Source: an optimization exercise on an open RTL-to-GDS flow (aim: small area, a short achievable clock period and few clock cycles per item). Production flows keep margins and buffers that such runs may drop. At most, simulation tests tie the RTL to the original design; equivalence was not proved. For run 1, only the layout was checked, not whether the RTL still works. Power and IR drop assume default switching activity.

[flow/config.mk]
export PLATFORM = sky130hd
export DESIGN_NAME = ordered_table_insert_remove_search
export DESIGN_NICKNAME = ordered_table_insert_remove_search
export VERILOG_FILES = /design/flow/design.v
export SDC_FILE = /design/flow/constraint.sdc
export NUM_CORES = 4
export LEC_CHECK = 0
export ABC_CLOCK_PERIOD_IN_PS = 2000
export CAP_MARGIN = 20
export CORE_MARGIN = 2
export CORE_UTILIZATION = 55
export SETUP_SLACK_MARGIN = 3.0
export SLEW_MARGIN = 20
[flow/constraint.sdc]
create_clock -name core_clock -period 5.5 [get_ports {clk}]
set_input_delay 1.1000 -clock core_clock [delete_from_list [all_inputs] [get_ports {clk}]]
set_output_delay 1.1000 -clock core_clock [all_outputs]
set_load 0.01 [all_outputs]
[flow/design.v]
package otis_pkg;
	localparam int DEPTH_DEF = 16;
	localparam int REQ_W     = 3;
	localparam int POS_W     = 5;
	localparam int KEY_W     = 16;
	localparam int PAY_W     = 32;
	localparam int STAT_W    = 2;
	localparam int FPOS_W    = 4;
	localparam int CNT_OUT_W = 5;
	localparam logic [REQ_W-1:0] REQ_INSERT     = 3'd0;
	localparam logic [REQ_W-1:0] REQ_READ       = 3'd1;
	localparam logic [REQ_W-1:0] REQ_WRITE      = 3'd2;
	localparam logic [REQ_W-1:0] REQ_FIND       = 3'd3;
	localparam logic [REQ_W-1:0] REQ_REMOVE_AT  = 3'd4;
	localparam logic [REQ_W-1:0] REQ_REMOVE_KEY = 3'd5;
	localparam logic [STAT_W-1:0] STAT_OK    = 2'd0;
	localparam logic [STAT_W-1:0] STAT_RANGE = 2'd1;
	localparam logic [STAT_W-1:0] STAT_FULL  = 2'd2;
	localparam logic [STAT_W-1:0] STAT_MISS  = 2'd3;
	typedef struct packed {
		logic [REQ_W-1:0] req_type;
		logic [POS_W-1:0] position;
		logic [KEY_W-1:0] entry_key;
		logic [PAY_W-1:0] entry_payload;
	} req_t;
	typedef struct packed {
		logic [STAT_W-1:0]    status;
		logic [FPOS_W-1:0]    found_position;
		logic [KEY_W-1:0]     out_key;
		logic [PAY_W-1:0]     out_payload;
		logic [CNT_OUT_W-1:0] entry_count;
		logic                 is_empty;
	} res_t;
	typedef struct packed {
		logic [KEY_W-1:0] key;
		logic [PAY_W-1:0] payload;
	} slot_t;
	typedef enum logic [1:0] {
		RD_IDX,
		RD_IDX_DN,
		RD_IDX_UP
	} rd_sel_t;
	typedef struct packed {
		logic              load_req;
		logic              idx_ld_cnt;
		logic              idx_ld_pos;
		logic              idx_ld_zero;
		logic              idx_inc;
		logic              idx_dec;
		logic              rd_en;
		rd_sel_t           rd_sel;
		logic              wr_en;
		logic              wr_new;
		logic              cnt_inc;
		logic              cnt_dec;
		logic              cap_out;
		logic              cap_fpos;
		logic              set_status;
		logic [STAT_W-1:0] status_code;
		logic              out_load;
	} ctl_cmd_t;
	typedef struct packed {
		logic [REQ_W-1:0] req_type;
		logic             ins_bad;
		logic             pos_bad;
		logic             full;
		logic             idx_gt_pos;
		logic             idx_end;
		logic             idx_last;
		logic             key_hit;
		logic             out_free;
	} dp_sts_t;
endpackage
module ordered_table_insert_remove_search #(
	parameter int DEPTH = otis_pkg::DEPTH_DEF
) (
	input  logic           clk,
	input  logic           arst_n,
	input  logic           req_valid,
	output logic           req_stall,
	input  otis_pkg::req_t req_data,
	output logic           res_valid,
	input  logic           res_stall,
	output otis_pkg::res_t res_data
);
	localparam int N  = 16;
	localparam int KW = otis_pkg::KEY_W;
	localparam int PW = otis_pkg::PAY_W;
	logic           v_q;
	otis_pkg::req_t rq_q;
	logic           o_v, s_v;
	otis_pkg::res_t o_q, s_q, r;
	logic           fire;
	assign fire      = v_q & ~s_v;
	assign req_stall = v_q & s_v;
	always_ff @(posedge clk or negedge arst_n) begin
		if (!arst_n) begin
			v_q <= 1'b0;
		end else if (!req_stall) begin
			v_q <= req_valid;
		end
	end
	always_ff @(posedge clk) begin
		if (!req_stall) begin
			rq_q <= req_data;
		end
	end
	logic [KW-1:0] key_q [N];
	logic [PW-1:0] pay_q [N];
	logic [4:0]    cnt_q;
	logic [2:0]    typ;
	logic [4:0]    pos;
	logic          pos_lt_cnt, pos_le_cnt, full;
	logic          is_ins, is_rd, is_wr, is_find, is_rat, is_rk;
	logic          ins_ok, rd_ok, wr_ok, rat_ok, rk_ok, hit;
	logic [N-1:0]  eq, pre, first, pos_oh, pos_ge, valid_e;
	logic [N-1:0]  sh_up, sh_dn, ld_new;
	logic [3:0]    fenc;
	logic [4:0]    cnt_nxt;
	logic [KW-1:0] okey;
	logic [PW-1:0] opay;
	assign typ     = rq_q.req_type;
	assign pos     = rq_q.position;
	assign is_ins  = (typ == otis_pkg::REQ_INSERT);
	assign is_rd   = (typ == otis_pkg::REQ_READ);
	assign is_wr   = (typ == otis_pkg::REQ_WRITE);
	assign is_find = (typ == otis_pkg::REQ_FIND);
	assign is_rat  = (typ == otis_pkg::REQ_REMOVE_AT);
	assign is_rk   = (typ == otis_pkg::REQ_REMOVE_KEY);
	assign pos_lt_cnt = pos < cnt_q;
	assign pos_le_cnt = pos <= cnt_q;
	assign full       = cnt_q[4];
	assign ins_ok = is_ins & pos_le_cnt & ~full;
	assign rd_ok  = (is_rd | is_wr | is_rat) & pos_lt_cnt;
	assign wr_ok  = is_wr & pos_lt_cnt;
	assign rat_ok = is_rat & pos_lt_cnt;
	always_comb begin
		for (int i = 0; i < N; i++) begin
			valid_e[i] = 5'(i) < cnt_q;
			eq[i]      = (key_q[i] == rq_q.entry_key) & valid_e[i];
			pos_oh[i]  = (pos == 5'(i));
			pos_ge[i]  = (pos <= 5'(i));
		end
		pre[0] = eq[0];
		for (int i = 1; i < N; i++) pre[i] = pre[i-1] | eq[i];
		first[0] = eq[0];
		for (int i = 1; i < N; i++) first[i] = eq[i] & ~pre[i-1];
		fenc = '0;
		for (int i = 0; i < N; i++) if (first[i]) fenc = fenc | 4'(i);
	end
	assign hit   = pre[N-1];
	assign rk_ok = is_rk & hit;
	always_comb begin
		for (int i = 0; i < N; i++) begin
			sh_up[i]  = ins_ok & pos_ge[i] & ~pos_oh[i];
			ld_new[i] = (ins_ok | wr_ok) & pos_oh[i];
			sh_dn[i]  = ((rat_ok & pos_ge[i]) | (is_rk & pre[i])) & (i < N - 1);
		end
	end
	logic [N-1:0]  en;
	logic [KW-1:0] nkey [N];
	logic [PW-1:0] npay [N];
	always_comb begin
		for (int i = 0; i < N; i++) begin
			en[i] = fire & (ld_new[i] | sh_up[i] | sh_dn[i]);
			nkey[i] = ({KW{ld_new[i]}} & rq_q.entry_key) |
			          ({KW{sh_up[i]}} & ((i > 0) ? key_q[(i > 0) ? i - 1 : 0] : '0)) |
			          ({KW{sh_dn[i]}} & ((i < N - 1) ? key_q[(i < N - 1) ? i + 1 : N - 1] : '0));
			npay[i] = ({PW{ld_new[i]}} & rq_q.entry_payload) |
			          ({PW{sh_up[i]}} & ((i > 0) ? pay_q[(i > 0) ? i - 1 : 0] : '0)) |
			          ({PW{sh_dn[i]}} & ((i < N - 1) ? pay_q[(i < N - 1) ? i + 1 : N - 1] : '0));
		end
	end
	always_ff @(posedge clk) begin
		for (int i = 0; i < N; i++) begin
			if (en[i]) begin
				key_q[i] <= nkey[i];
				pay_q[i] <= npay[i];
			end
		end
	end
	logic [4:0] cnt_p1, cnt_m1;
	logic       cnt_is0, cnt_is1;
	assign cnt_p1  = cnt_q + 5'd1;
	assign cnt_m1  = cnt_q - 5'd1;
	assign cnt_is0 = (cnt_q == 5'd0);
	assign cnt_is1 = (cnt_q == 5'd1);
	assign cnt_nxt = ins_ok ? cnt_p1 : (rat_ok | rk_ok) ? cnt_m1 : cnt_q;
	always_ff @(posedge clk or negedge arst_n) begin
		if (!arst_n) begin
			cnt_q <= '0;
		end else if (fire) begin
			cnt_q <= cnt_nxt;
		end
	end
	always_comb begin
		okey = '0;
		opay = '0;
		for (int i = 0; i < N; i++) begin
			okey = okey | ({KW{rd_ok & pos_oh[i]}} & key_q[i]);
			opay = opay | ({PW{(rd_ok & pos_oh[i]) | (is_rk & first[i])}} & pay_q[i]);
		end
		if (rk_ok) okey = rq_q.entry_key;
	end
	always_comb begin
		r = '0;
		if (is_ins) begin
			if (!pos_le_cnt)  r.status = otis_pkg::STAT_RANGE;
			else if (full)    r.status = otis_pkg::STAT_FULL;
		end else if (is_rd | is_wr | is_rat) begin
			if (!pos_lt_cnt)  r.status = otis_pkg::STAT_RANGE;
		end else if (is_find | is_rk) begin
			if (!hit)         r.status = otis_pkg::STAT_MISS;
			r.found_position = fenc;
		end
		r.out_key     = okey;
		r.out_payload = opay;
		r.entry_count = cnt_nxt;
		r.is_empty    = (cnt_is0 & ~ins_ok) | (cnt_is1 & (rat_ok | rk_ok));
	end
	logic pop;
	assign pop = o_v & ~res_stall;
	always_ff @(posedge clk or negedge arst_n) begin
		if (!arst_n) begin
			o_v <= 1'b0;
			s_v <= 1'b0;
		end else begin
			o_v <= (o_v & ~pop) | s_v | fire;
			s_v <= s_v ? ~pop : (fire & o_v & ~pop);
		end
	end
	always_ff @(posedge clk) begin
		if (!o_v || pop) begin
			o_q <= s_v ? s_q : r;
		end
		if (!s_v) begin
			s_q <= r;
		end
	end
	assign res_valid = o_v;
	assign res_data  = o_q;
endmodule
[flow/run.sh]
#!/bin/bash
# synth_recipe.tcl (not shown) runs the flow's synth.tcl, then flattens the netlist and writes it again
# the make line also repeats each setting of config.mk as NAME=value (left out here)
make -C /OpenROAD-flow-scripts/flow DESIGN_CONFIG=/design/flow/config.mk WORK_HOME=/design/flow/orfs CLKGATE_MAP_FILE= SYNTH_SCRIPT=/design/flow/synth_recipe.tcl finish
==> results of run 1 <==
[power by group through the flow]
stage | combinational [mW] | clock, mW | sequential (mW)
3_5_place_dp | 2.92 | 0 | 9.06
4_1_cts | 4.42 | 7.16 | 8.81
2_1_floorplan | 1.79 | 0 | 8.76
3_3_place_gp | 2.91 | 0 | 9.06
[Yosys cell counts, drive strengths merged, types with 9 or more instances]
library cell	number	share of area, %
clkbuf	310	2.3
o22a	12	0.20
xnor2	77	1.3
nor3	52	0.57
o21ai	69	0.69
a22oi	215	3.1
nand4	59	0.71
nor4	57	0.73
nand2	155	1.1
a222oi	707	14
a211oi	19	0.28
a22o	107	1.8
a32oi	38	0.64
a221oi	86	1.5
xor2	187	3.2
nor2	109	0.81
edfxtp	884	51
a221o	74	1.4
or3	10	0.13
nand3	76	0.76
inv	720	5.2
a21oi	76	0.75
buf	161	2.0
and2	22	0.27
or2	10	0.12
o22ai	13	0.18
and3	16	0.19
dfxtp	60	2.3
ha	9	0.22
[per-stage QoR]
step | hold WS, ps | power, mW | utilization [%]
floorplan | 412 | 10.6 | -
global placement | 426 | 12.0 | 59.2
detailed placement | 437 | 12.0 | 59.2
CTS | 448 | 20.4 | 79.0
[worst max-delay path by stage]
| stage | cells past startpoint | startpoint | to | slack [ps] |
|---|---|---|---|---|
| after global placement | 13 | cnt_q[4] | key_q[1][4] | 720 |
| after CTS | 13 | rq_q[37] | o_q[18] | 1860 |
| after floorplan | 16 | cnt_q[4] | key_q[3][0] | 1300 |
| after detailed placement | 13 | cnt_q[4] | key_q[1][4] | 650 |
[metal layers]
layer / track usage (%) / overflow
met5: 48.4 / 0
met4: 63.6 / 7
met3: 67.5 / 1
met2: 84.5 / 2
met1: 79.1 / 0
[timing repair]
action	4_1_cts
buffers inserted	455
cloned	205
pin swaps	447
resized for setup	1310
setup endpoints to repair	1723
[cell families after synthesis]
group | after synthesis | share of synthesized area, %
XOR/XNOR | 264 | 4.48
AO/OA/AOI/OAI | 1475 | 25.3
adder cells (fa/ha/maj) | 10 | 0.237
buffers and inverters | 1193 | 9.55
AND/OR/NAND/NOR | 617 | 6.22
multiplexers | 3 | 0.0606
flip-flops | 952 | 54.1
==> impl_metrics.py, run 1 <==
metrics = {
    "run_status": {
        "outcome": "did not finish",
        "haltStage": "global routing",
        "first-error": "[ERROR GRT-0116] Global routing finished with congestion. Check the congestion regions in the DRC Viewer.",
    },
    "synth": {
        "async_flop_share_pct": 0.840,
        "synthCells": 4514,
        "synth_edf_count": 884,
        "ys_warn_count": 5,
        "yosys.cell_types.count": 89,
        "ys_ff_latch": 952,
        "synthesis.area_sq_um": 51600,
        "ys.flop_type": "edfxtp_1",
        "syn_nets": 4583,
        "seq_area_frac_synth_pct": 54.1,
        "syn-mean-instance-area_sq_um": 11.4,
    },
    "placed_design": {
        "place.gp.congestion": 1.13,
        "io_buffers": 121,
        "place_area_sq_um": 55200,
        "place_inst": 5659,
        "dp_slack_ps": 652,
        "dpl.hpwl_microns": 152000,
    },
    "die": {
        "die_y_microns": 310,
        "die_w_microns": 310,
        "pin_count": 122,
        "initial_core_util_pct": 55.4,
        "rows": 112,
    },
    "cts": {
        "hold_buffers": 0,
        "cts_buffers": 104,
        "cts_root_buf": "clkbuf_16",
        "cts_buffer_depth": 3,
        "cts.htree.levels": 3,
        "clock-sinks": 952,
    },
    "grt": {
        "grt_max_degree": 49,
        "grt_pass1_vias": 58200,
        "grt_pass1_wl_microns": 493000,
        "track_usage_pct": 75.1,
        "overflow": 10,
    },
}
==> run 2, diff against run 1 <==
--- a/flow/design.v
+++ b/flow/design.v
@@ -154,38 +154,26 @@
 		for (int i = 0; i < N; i++) begin
 			sh_up[i]  = ins_ok & pos_ge[i] & ~pos_oh[i];
 			ld_new[i] = (ins_ok | wr_ok) & pos_oh[i];
-			sh_dn[i]  = ((rat_ok & pos_ge[i]) | (is_rk & pre[i])) & (i < N - 1);
-		end
-	end
-	logic [N-1:0]  en;
-	logic [KW-1:0] nkey [N];
-	logic [PW-1:0] npay [N];
-	always_comb begin
-		for (int i = 0; i < N; i++) begin
-			en[i] = fire & (ld_new[i] | sh_up[i] | sh_dn[i]);
-			nkey[i] = ({KW{ld_new[i]}} & rq_q.entry_key) |
-			          ({KW{sh_up[i]}} & ((i > 0) ? key_q[(i > 0) ? i - 1 : 0] : '0)) |
-			          ({KW{sh_dn[i]}} & ((i < N - 1) ? key_q[(i < N - 1) ? i + 1 : N - 1] : '0));
-			npay[i] = ({PW{ld_new[i]}} & rq_q.entry_payload) |
-			          ({PW{sh_up[i]}} & ((i > 0) ? pay_q[(i > 0) ? i - 1 : 0] : '0)) |
-			          ({PW{sh_dn[i]}} & ((i < N - 1) ? pay_q[(i < N - 1) ? i + 1 : N - 1] : '0));
+			sh_dn[i]  = (rat_ok & pos_ge[i]) | (is_rk & pre[i]);
 		end
 	end
 	always_ff @(posedge clk) begin
-		for (int i = 0; i < N; i++) begin
-			if (en[i]) begin
-				key_q[i] <= nkey[i];
-				pay_q[i] <= npay[i];
+		if (fire) begin
+			for (int i = 0; i < N; i++) begin
+				if (ld_new[i]) begin
+					key_q[i] <= rq_q.entry_key;
+					pay_q[i] <= rq_q.entry_payload;
+				end else if (sh_up[i] && i > 0) begin
+					key_q[i] <= key_q[(i > 0) ? i - 1 : 0];
+					pay_q[i] <= pay_q[(i > 0) ? i - 1 : 0];
+				end else if (sh_dn[i] && i < N - 1) begin
+					key_q[i] <= key_q[(i < N - 1) ? i + 1 : N - 1];
+					pay_q[i] <= pay_q[(i < N - 1) ? i + 1 : N - 1];
+				end
 			end
 		end
 	end
-	logic [4:0] cnt_p1, cnt_m1;
-	logic       cnt_is0, cnt_is1;
-	assign cnt_p1  = cnt_q + 5'd1;
-	assign cnt_m1  = cnt_q - 5'd1;
-	assign cnt_is0 = (cnt_q == 5'd0);
-	assign cnt_is1 = (cnt_q == 5'd1);
-	assign cnt_nxt = ins_ok ? cnt_p1 : (rat_ok | rk_ok) ? cnt_m1 : cnt_q;
+	assign cnt_nxt = cnt_q + {4'd0, ins_ok} - {4'd0, rat_ok | rk_ok};
 	always_ff @(posedge clk or negedge arst_n) begin
 		if (!arst_n) begin
 			cnt_q <= '0;
@@ -216,7 +204,7 @@
 		r.out_key     = okey;
 		r.out_payload = opay;
 		r.entry_count = cnt_nxt;
-		r.is_empty    = (cnt_is0 & ~ins_ok) | (cnt_is1 & (rat_ok | rk_ok));
+		r.is_empty    = (cnt_nxt == '0);
 	end
 	logic pop;
 	assign pop = o_v & ~res_stall;
--- a/flow/config.mk
+++ b/flow/config.mk
@@ -5,9 +5,7 @@
 export SDC_FILE = /design/flow/constraint.sdc
 export NUM_CORES = 4
 export LEC_CHECK = 0
-export ABC_CLOCK_PERIOD_IN_PS = 2000
 export CAP_MARGIN = 20
 export CORE_MARGIN = 2
-export CORE_UTILIZATION = 55
-export SETUP_SLACK_MARGIN = 3.0
+export CORE_UTILIZATION = 40
 export SLEW_MARGIN = 20
==> impl_metrics.py, run 2 <==
metrics = {
    "synth": {
        "syn-mean-instance-area_sq_um": 10.3,
        "synthCells": 5401,
        "ys_warn_count": 3,
        "synth_top_cell_by_area": "edfxtp_1",
        "synth_top_area_share_pct": 47.6,
        "synth_most_common_cell": "edfxtp_1",
        "async_flop_share_pct": 0.840,
        "yosys.cell_types.count": 78,
        "ys_ff_latch": 952,
        "ys.flop_type": "edfxtp_1",
        "synth_edf_count": 884,
        "syn_nets": 5478,
        "synthesis.area_sq_um": 55800,
        "synth_area_leaders": "edfxtp_1 48%, mux2i_1 8.7%, a22oi_1 4.5%",
        "synthTopCellsByCount": "884 x edfxtp_1, 627 x nand2_1, 486 x mux2i_1",
        "seq_area_frac_synth_pct": 50.1,
    },
    "route": {
        "vias_per_cell": 7.08,
        "via_count": 52100,
        "first_pass_iters": 14,
        "drt_wl_total_microns": 291000,
        "drtIter0Drc": 10800,
        "antenna_left": 0,
        "drc": 0,
        "wl_per_cell_microns": 39.5,
    },
    "run_status": {
        "outcome": "no timing/DRC/antenna violations",
    },
    "finish": {
        "fillers": 13000,
        "final_common_cell": "edfxtp_1",
        "reg.largest.list": "pay_q: 512 flops, key_q: 256 flops",
        "nNetsFinal": 5467,
        "stdcell_area_sq_um": 63900,
        "largest_reg_flops": 512,
        "largest_register": "pay_q",
        "area_delta_synth_final_pct": 14.5,
        "most-common-layout-cells": "884 x edfxtp_1, 616 x nand2_1, 486 x mux2i_1",
        "final_core_util_pct": 45.9,
        "instances_no_fill": 7365,
        "drive_above_1_share_pct": 12.6,
    },
    "grt": {
        "overflow": 0,
        "grt_pass1_vias": 48300,
        "grt_antenna_before_repair": 11,
        "track_usage_pct": 39.6,
        "grt_pass1_wl_microns": 393000,
        "grt_max_degree": 97,
    },
    "die": {
        "die_w_microns": 377,
        "dieArea_sq_um": 142000,
        "die_y_microns": 377,
        "pin_count": 122,
        "rows": 137,
        "coreArea_sq_um": 139000,
        "initial_core_util_pct": 40.1,
    },
    "power": {
        "p_seq_share_pct": 44.0,
        "peakVddDrop_v": 0.000261,
        "combPwrFrac_pct": 17.7,
        "internal_power_mw": 14.0,
        "p_per_area_nw_per_um2": 316,
        "p_leak_nw": 22.5,
        "pwr-share-clk_pct": 38.3,
        "switching_share_pct": 30.6,
        "p_sw_mw": 6.19,
    },
    "setup_path": {
        "path_max_fanout": 20,
        "endpoint_kind": "flip-flop",
        "reg2regPathDepth": 10,
        "worst_ep_required_time_ps": 5890,
        "start_kind": "flip-flop",
        "worstSetupPathType": "flip-flop to flip-flop",
        "worst_r2r_startpoint": "rq_q[41]",
        "rrSetupSlack_ps": 280,
        "critical_path_arrival_ps": 5610,
        "reg2reg_to": "o_q[7]",
    },
    "sta": {
        "layout_min_cycle_time_ps": 5220,
        "slew_violations": 0,
        "post-route-period-util_pct": 94.9,
        "worst_slew_pin_slew_ps": 1330,
        "clock.fmax_ghz": 0.192,
        "fin_worst_skew_ps": 54.4,
        "maxSlewHeadroom_pct": 10.6,
        "setup_violations": 0,
        "finalHoldViolations": 0,
        "setup_tns_ps": 0,
        "rsz0062_at_grt": "false",
    },
    "cts": {
        "cts.htree.levels": 3,
        "hold_buffers": 0,
        "cts_buffer_depth": 3,
        "cts_root_buf": "clkbuf_16",
        "cts_buffers": 109,
        "clock-sinks": 952,
        "cts_setup_buffers": 0,
        "clock_latency_ps": 780,
        "path_clk_slew_ps": 60,
        "cts-resized-gates": 0,
        "cts_tree": "yes",
    },
    "placed_design": {
        "place_area_sq_um": 60200,
        "io_buffers": 121,
        "dpl.hpwl_microns": 180000,
        "place.gp.congestion": 1.07,
        "place_inst": 7155,
    },
    "worst_hold_path": {
        "hold_path_end": "s_q[47]",
        "hold_depth": 2,
        "min_path_type": "flip-flop to flip-flop",
        "min-delay-start": "s_q[47]",
    },
    "job": {
        "max_cap_viol_count": 0,
    },
}
## run 2: cell count changes after synthesis, moves of 53 or more
cell	delta
a21oi_1	+404
a222oi_1	-673
a22o_1	-64
a22oi_1	+119
buf_1	+53
inv_1	-628
mux2_2	+112
mux2i_1	+484
nand2_1	+473
nor2_1	+342
o21ai_0	+88
xnor2_1	+56
xor2_1	-60
## run 2: how the worst max path moves through the flow
stage / start / cells after the start / endpoint / slack [ps]
after detailed placement: cnt_q[4] / 19 / o_q[5] / 650
final: rq_q[41] / 10 / o_q[7] / 280
after CTS: cnt_q[4] / 19 / o_q[5] / 610
after global placement: cnt_q[4] / 20 / o_q[5] / 570
after floorplan: rq_q[48] / 17 / key_q[3][0] / 130
after global routing: cnt_q[4] / 14 / o_q[6] / 230
## run 2: cell type report
class                   instances  area (sq um)  area share (%)
diodes                          5          12.5          0.0196
inverters                      92           345           0.541
clock buffers                 148          3020            4.72
clock inverters                57           673            1.05
well taps                    1876          2350            3.67
multi-input cells            3855         26200            41.0
flip-flops and latches        952         28000            43.8
repair buffers                380          3370            5.28
## run 2: routing by layer
layer	part of all wire (%)	GRT usage, %	vias up
li1	-	-	20400
met1	36	51.0	25200
met2	41	56.3	5175
met3	16	15.3	1354
met4	7.2	22.9	16
met5	0.090	1.06	-
## run 2: cells by family (layout without fill, tap and decap cells)
logic type               after synthesis  in the layout  share of synthesized area (%)
other                                  0              5                              0
AO/OA/AOI/OAI                       1425           1425                           17.5
AND/OR/NAND/NOR                     1551           1551                           12.5
flip-flops                           952            952                           50.1
adder cells (fa/ha/maj)               17             17                          0.395
buffers and inverters                594            677                           4.34
multiplexers                         602            602                           11.1
XOR/XNOR                             260            260                           4.08
## run 2: power by group through the flow
stage                     Sequential [mW]  Clock, mW  Combinational (mW)
final                                8.88       7.74                3.58
after floorplan                      8.76          0                1.84
after CTS                            8.85       7.74                3.41
after detailed placement             9.00          0                3.40
after global routing                 8.90       7.98                3.65
after global placement               9.00          0                3.38
## run 2: worst max-delay path, cell delays in order, from the launching register on
cell and delay [ps]:
edfxtp_1 650, buf_4 260, buf_4 280, xor2_1 140, nor4_1 270, nand4b_1 150, nor4_1 670, nand2_1 190
nor3_4 1010, a221oi_1 240, a32oi_1 960
## run 2: through the flow
stage	setup WS [ps]	power (mW)	hold WS [ps]
3_5_place_dp	648	12.4	437
5_1_grt	235	20.5	478
2_1_floorplan	126	10.6	418
6_report	280	20.2	451
3_3_place_gp	575	12.4	436
4_1_cts	611	20.0	453
Testbench counts of run 2, summed over its fixed seeds: cycles 4,816, items 4,800.

==> static timing again, ports no longer ideal <==
In the flow no input, the clock included, has a driving cell. The finished layout below was timed again as built, in two steps. Step 1 assumes that a clkbuf_16 drives the clock port and a buf_2 every other input. Step 2 adds t to the input delays and takes it off the output delays; t is the mean of the earliest and latest rising clock arrival at the registers after step 1. Input paths then give back, and output paths get back, about the clock's delay inside the block. a / b / c = ideal / step 1 / step 2; a / b = the first two.
run: run 2
t, ns: 0.830
slack for setup (ns): 0.280 / 0.280 / 0.280
hold WS [ns]: 0.451 / 0.451 / 0.451
slew at the worst register clock pin (ns): 0.07 / 0.07
After both steps run 2 still meets setup and hold. For run 2, drivers alone change the setup slack by 0.000 ns; drivers and shift together by 0.000 ns.
